This design comes from an exercise in tuning for small area and few clock cycles per item on the open sky130 flow, not from production work.
At most, simulation tests tie the RTL to the original design; equivalence was not proved.
The RTL of run 2 was laid out without a check of its function.
No activity file was given, so power comes from the tool's default toggle rates.

## flow/design.v (module list and top-level ports; edited modules follow where they fit)
// module vector_mac_pipe: 2488 lines
// module vmac_fa: 10 lines
// module vmac_oai: 9 lines
// module vmac_xnor: 7 lines
module vector_mac_pipe #(
    parameter int DATA_W = 16,
    parameter int FRAC   = 12,
    parameter int LEN    = 3
) (
    input  logic                  clk,
    input  logic                  rst,
    input  logic                  in_valid,
    output logic                  in_ready,
    input  logic [LEN*DATA_W-1:0] in_a,
    input  logic [LEN*DATA_W-1:0] in_b,
    input  logic                  in_first,
    input  logic                  in_last,
    output logic                  out_valid,
    input  logic                  out_ready,
    output logic [DATA_W-1:0]     out_data
);
  // ...
==> flow/flow/run.sh <==
#!/bin/bash
# The standard layout, with the port buffers made of the smallest buffer
# cell instead of the one buffer_ports picks by default; repair_design still
# upsizes any that need it.
set -euo pipefail
export BUFFER_PORTS_ARGS="-buffer_cell sky130_fd_sc_hd__buf_1"
bash standard.sh > standard.log 2>&1
==> flow/standard.sh <==
#!/bin/bash
# synth_recipe.tcl (not shown) runs the flow's synth.tcl, then flattens the netlist and writes it again
# the make line also repeats each setting of config.mk as NAME=value (left out here)
make -C /OpenROAD-flow-scripts/flow DESIGN_CONFIG=/design/flow/config.mk WORK_HOME=/design/flow/orfs CLKGATE_MAP_FILE= SYNTH_SCRIPT=/design/flow/synth_recipe.tcl "${@:-finish}"
==> flow/config.mk <==
export PLATFORM = sky130hd
export DESIGN_NAME = vector_mac_pipe
export DESIGN_NICKNAME = vector_mac_pipe
export VERILOG_FILES = /design/flow/design.v
export SDC_FILE = /design/flow/constraint.sdc
export NUM_CORES = 4
export LEC_CHECK = 0
export CAP_MARGIN = 20
export CORE_MARGIN = 2
export CORE_UTILIZATION = 58
export CTS_BUF_LIST = sky130_fd_sc_hd__clkbuf_8
export GPL_TIMING_DRIVEN = 0
export SLEW_MARGIN = 20
export SYNTH_HIERARCHICAL = 1
export SYNTH_MINIMUM_KEEP_SIZE = 0
==> flow/constraint.sdc <==
create_clock -name core_clock -period 7.0 [get_ports {clk}]
set_input_delay 1.4000 -clock core_clock [delete_from_list [all_inputs] [get_ports {clk}]]
set_output_delay 1.4000 -clock core_clock [all_outputs]
set_load 0.01 [all_outputs]
==> impl_metrics.ini, run 1 <==
[cells_and_area]
multi_input_cells = 1412
top_regs = acc x16, out_data x16, s1_hx x16
diodes = 0
drive_above_1_share = 0.0351
area_growth_pct = 7.57
layout.nonclk_buf_frac = 0.0294
clkCellAreaFrac = 0.0112
layout_commonest_cell = xnor2_1

[global_route]
grtUsageMet1 = 0.482
grt_max_degree = 24
met2_usage = 0.513

[timing]
max_freq_mhz = 149

[routing]
routed_wl_um = 50400

[yosys]
yosys_warnings = 7
synth_compound_area_frac = 0.164
synth_edf_count = 67
muxShareOfSynthArea = 0.00389

[power]
p_comb_frac = 0.828
totalPowerFinal_uw = 11100
cellInternalPower_uw = 5740

[min_path]
holdPathEnd = zb
holdCritStartpoint = zb

[die]
initial_core_util = 0.588
ioPinCount = 120
fp-row-count = 63

[critical_path]
critPathCapture = s1_hy[4]
cp-startpoint = in_b[33]
crit_cells = 13

[clock_network]
numCtsBuffers = 9

[outcome]
status = timing/DRC/antenna clean
Testbench counts, summed over its fixed seeds: cycles 16,639, items 16,000.
==> inputs of run 2 (changes only) <==
--- a/flow/design.v
+++ b/flow/design.v
@@ -2444,50 +2444,59 @@
     wire s1185, c1186;
     vmac_fa u_s1185 (.a(c1180), .b(s1183), .c(c1182), .s(s1185), .co(c1186));
     wire s1187, c1188;
     vmac_fa u_s1187 (.a(s1_hx[15]), .b(p1126), .c(c1184), .s(s1187), .co(c1188));
     wire [15:0] zx = {c1186, s1185, s1181, s1177, s1173, c1166, s1165, s1161, s1157, s1153, s1149, c1142, s1141, s1137, s1133, s1127};
     wire [15:0] zy = {s1187, 1'b0, 1'b0, 1'b0, 1'b0, s1169, 1'b0, 1'b0, 1'b0, 1'b0, 1'b0, s1145, 1'b0, 1'b0, 1'b0, s1129};
     assign nxt = zx + zy;
     logic s1_valid, s1_first, s1_last;
-    logic pend, zb, take, can2, out_free, move, direct;
+    logic zb, bq_valid, out_free, xfer, done;
+    logic [15:0] bq;
+    logic [1:0] occ_nx;
     assign out_free = !out_valid || out_ready;
-    assign can2     = !pend || out_free;
-    assign in_ready = !s1_valid || can2;
-    assign take     = s1_valid && can2;
-    assign move     = pend && out_free;
-    assign direct   = take && s1_last && !pend && out_free;
+    assign xfer     = out_valid && out_ready;
+    assign done     = s1_valid && s1_last;
+    assign occ_nx   = 2'(out_valid) + 2'(bq_valid) + 2'(done) - 2'(xfer);
+    assign in_ready = !in_last || !occ_nx[1];
     assign base     = (s1_first || zb) ? '0 : acc;
     always_ff @(posedge clk) begin
-        if (in_ready) begin
-            s1_hx    <= hx;
-            s1_hy    <= hy;
-            s1_lc    <= lc;
-            s1_first <= in_first;
-            s1_last  <= in_last;
-        end
+        s1_hx    <= hx;
+        s1_hy    <= hy;
+        s1_lc    <= lc;
+        s1_first <= in_first;
+        s1_last  <= in_last;
         if (rst) begin
             s1_valid  <= 1'b0;
-            pend      <= 1'b0;
             zb        <= 1'b1;
+            bq_valid  <= 1'b0;
             out_valid <= 1'b0;
         end else begin
-            if (in_ready)
-                s1_valid <= in_valid;
-            if (move)
-                out_data <= acc;
-            else if (direct)
-                out_data <= nxt;
-            out_valid <= move || direct || (out_valid && !out_ready);
-            if (take)
+            s1_valid <= in_valid && in_ready;
+            if (s1_valid) begin
                 acc <= nxt;
-            pend <= (take && s1_last && !direct) || (pend && !move);
-            if (take)
-                zb <= s1_last;
+                zb  <= s1_last;
+            end
+            if (out_free) begin
+                if (bq_valid) begin
+                    out_data  <= bq;
+                    out_valid <= 1'b1;
+                    if (done)
+                        bq <= nxt;
+                    else
+                        bq_valid <= 1'b0;
+                end else begin
+                    if (done)
+                        out_data <= nxt;
+                    out_valid <= done;
+                end
+            end else if (done) begin
+                bq       <= nxt;
+                bq_valid <= 1'b1;
+            end
         end
     end
 endmodule
 module vmac_fa (
     input  logic a,
     input  logic b,
     input  logic c,
     output logic s,
==> flow/config.mk (replaced) <==
export PLATFORM = sky130hd
export DESIGN_NAME = vector_mac_pipe
export DESIGN_NICKNAME = vector_mac_pipe
export VERILOG_FILES = /design/flow/design.v
export SDC_FILE = /design/flow/constraint.sdc
export NUM_CORES = 4
export LEC_CHECK = 0
export CAP_MARGIN = 20
export CORE_MARGIN = 2
export CORE_UTILIZATION = 40
export CTS_BUF_LIST = sky130_fd_sc_hd__clkbuf_8
export GPL_TIMING_DRIVEN = 0
export SLEW_MARGIN = 20
export SYNTH_HIERARCHICAL = 1
export SYNTH_MINIMUM_KEEP_SIZE = 0
==> run 2 against run 1 <==
Against the previous run: combinational power increased by 2%; still clean; largest power group unchanged; flip-flop and latch count is 16 higher; sequential power down 21%; non-clock buffer count down 3; largest cell class unchanged; clock power up 5%; worst hold slack improved by 0.020 ns; critical endpoint is now s1_hy[6].
==> impl_metrics.ini, run 2 <==
[outcome]
status = timing/DRC/antenna clean

[global_route]
grt_usage = 0.222
first_global_vias = 13499
grt_overflow_total = 0
grt_max_degree = 24
grt_pass1_wl_um = 77500
antenna_found_initial = 3

[yosys]
ys.flop_type = edfxtp_1
synth_top_area_frac = 0.412
yosysTopAreaCell = fa_1
avgSynthCellArea_sq_um = 11.3
yosysSeqAreaShare = 0.126
synth-async-reset-ratio = 0
ys_top_cells_by_count = xnor2_1 (384), o22ai_1 (378), fa_1 (362)
synth_area_leaders = fa_1 (41%), xnor2_1 (19%), o22ai_1 (13%), edfxtp_1 (8.2%), dfxtp_1 (4.4%)
syn_nets = 2070
yosys.cell_count.top_type = xnor2_1
synth_seq_cells = 87
syn_area_sq_um = 17600
synth_edf_count = 48
synth_cell_type_count = 42
yosys_warnings = 7
postSynthCellCount = 1553

[min_path]
holdCritStartpoint = zb
hold_path_class = reg -> reg

[clock_network]
post_cts_resized = 0
cts_buffer_depth = 2
cts_setup_buffers = 0
cts_hold_buffers = 0
clock-root-buffer = clkbuf_8
numCtsBuffers = 9
clkSinkCount = 87
clk_pin_slew_ns = 0.08
clk_latency_ns = 0.35
cts_tree = built
cts_max_level = 3

[critical_path]
reg2reg_from = zb
crit_fanout = 23
cp-start-kind = input port
worstSetupPathType = in -> reg
critical_path_required_ns = 7.23
cp-startpoint = in_b[1]
critPathArrivalTime_ns = 6.57
crit_path_end_kind = flip-flop

[timing]
rsz0062_at_grt = false
fin_crit_sh = 0.906
drv_slew = 0
relSlewSlack = 0.362
skew_ns = 0.0111
setup_slack_ns = 0.656
tightest_slew_ns = 0.955
setup_viol = 0
hold_viol = 0
max_freq_mhz = 158
period_needed_ns = 6.34

[place]
gp_congestion = 0.919
place_ws_ns = 0.302
port_buffers = 119
hpwl_um = 42300

[power]
p_seq_frac = 0.113
p_comb_frac = 0.854
power_switching_uw = 5440
swShare = 0.498
pwr-share-clk = 0.034
peakVddDrop_mv = 0.450
p_leak_uw = 0.00656
cellInternalPower_uw = 5490
powerDensity_nw_per_um2 = 573

[die]
fp-row-count = 76
ioPinCount = 120
coreArea_sq_um = 43300
initial_core_util = 0.406
die_h_um = 214
chipWidth_um = 214
dieArea_sq_um = 45700

[routing]
drt_pass1_iterations = 5
antenna_left = 0
routed_wl_um = 49500
wl_per_cell_um = 21.7
drcViolationCount = 0
viasPerCell = 5.90
vias = 13441
drtIter0Drc = 1180

[cells_and_area]
drive_above_1_share = 0.0337
utilization = 0.441
area_growth_pct = 8.55
layout_commonest_cell = xnor2_1
layout_common_cells = xnor2_1 (384), o22ai_1 (378), fa_1 (362)
nNetsFinal = 2203

[flow_run]
maxCapViolations = 0
## run 2: cell count changes in the layout (fill, tap and decap cells not counted), sizes merged, moves of 4 or more
| cell | before | now |
|---|---|---|
| edfxtp | 67 | 48 |
| mux2 | 6 | 10 |
| buf | 127 | 123 |
| nand2 | 22 | 18 |
| clkinv | 0 | 4 |
| dfxtp | 4 | 39 |
| nor3b | 20 | 24 |
| nor2 | 17 | 9 |
## run 2: per-module statistics from Yosys, one instance, submodules excluded
module | flip-flops and latches | cells
vector_mac_pipe | 87 | 435
vmac_oai | 0 | 1
vmac_fa | 0 | 1
vmac_xnor | 0 | 1
## run 2: worst max-delay path, cell delays in order
cell and delay (ns):
buf_2 0.29, ha_1 0.28, nand2b_1 0.15, inv_1 0.60, xnor2_1 0.21, o22ai_1 0.25
fa_1 0.51, fa_1 0.60, fa_1 0.46, fa_1 0.46, fa_1 0.42, fa_1 0.51
fa_1 0.41
## run 2: power groups by stage
stage / clock network (uW) / logic (uW) / registers, uW
global placement: 0 / 9130 / 1240
finish: 368 / 9330 / 1230
detailed placement: 0 / 9310 / 1250
global route: 401 / 10500 / 1250
floorplan: 0 / 6150 / 1240
CTS: 378 / 9340 / 1240
## run 2: layout make-up
type,instances,area (sq um)
clock inverter,7,88.8
fill,4109,24200
antenna,1,2.50
multi-input combinational,1409,15200
clock buffer,9,124
sequential,87,2220
tap,585,732
timing repair buffer,122,473
inverter,53,199
buffer,4,16.3
## run 2: cell families (layout without fill, tap and decap cells)
group,count (synthesis),count (layout),share of synthesized area
buffers and inverters,57,195,0.0122
multiplexers,10,10,0.00640
AO/OA/AOI/OAI,453,453,0.163
flip-flops,87,87,0.126
AND/OR/NAND/NOR,139,139,0.0475
other,2,3,0.000427
adder cells (fa/ha/maj),415,415,0.450
XOR/XNOR,390,390,0.194
## run 2: metal layers
layer	wire length [um]	track usage	share of wire	vias to the layer above
met2	23400	0.369	0.47	593
met3	3610	0.0337	0.073	75
met4	1380	0.0630	0.028	0
li1	-	-	-	5963
met1	21100	0.304	0.43	6810
met5	0	0	0	-
## run 2: worst paths after layout
check / endpoint / depth (start not counted) / slack (ns)
setup / recovery: s1_hy[6] / 13 / 0.66
hold / removal: zb / 2 / 0.50
setup reg to reg: out_data[11] / 14 / 1.74
hold reg to reg: zb / 2 / 0.50
## run 2: per-stage QoR
step / hold WS [ns] / std cells / total power [uW] / TNS, ns / area (sq um)
CTS: 0.513 / 2276 / 10900 / 0 / 19100
finish: 0.503 / 2277 / 10900 / 0 / 19100
global route: 0.535 / 2276 / 12200 / 0 / 19100
floorplan: 0.431 / 1553 / 7390 / 0 / 17600
detailed placement: 0.491 / 2260 / 10600 / 0 / 18900
global placement: 0.452 / 2257 / 10400 / -2.40 / 18800

-- port drivers added, routing unchanged --
How much do the figures lean on ideal ports? The routed layouts below were timed once more, with nothing changed but the port constraints. Step 1 assumes that a clkbuf_16 drives the clock port and a buf_2 every other input. Step 2 moves the port delays by t, midway between the first and last clock arrival at a register: inputs arrive t later, outputs are due t later. That takes back most of the time a late clock gives input paths. a / b / c = ideal ports / drivers / drivers and shift; a / b = the first two.
| run | t, ns | slack for setup (ns) | hold slack, ns | clock arrival spread, ns |
|---|---|---|---|---|
| run 1 | 0.384 | 0.309 / 0.322 / -0.061 | 0.483 / 0.483 / 0.483 | 0.017 / 0.017 |
| run 2 | 0.382 | 0.656 / 0.670 / 0.289 | 0.503 / 0.503 / 0.503 | 0.011 / 0.011 |
With both steps, setup timing fails in run 1, where it was met with ideal ports. For run 1, which loses most, drivers alone change the setup slack by +0.013 ns; drivers and shift together by -0.370 ns.
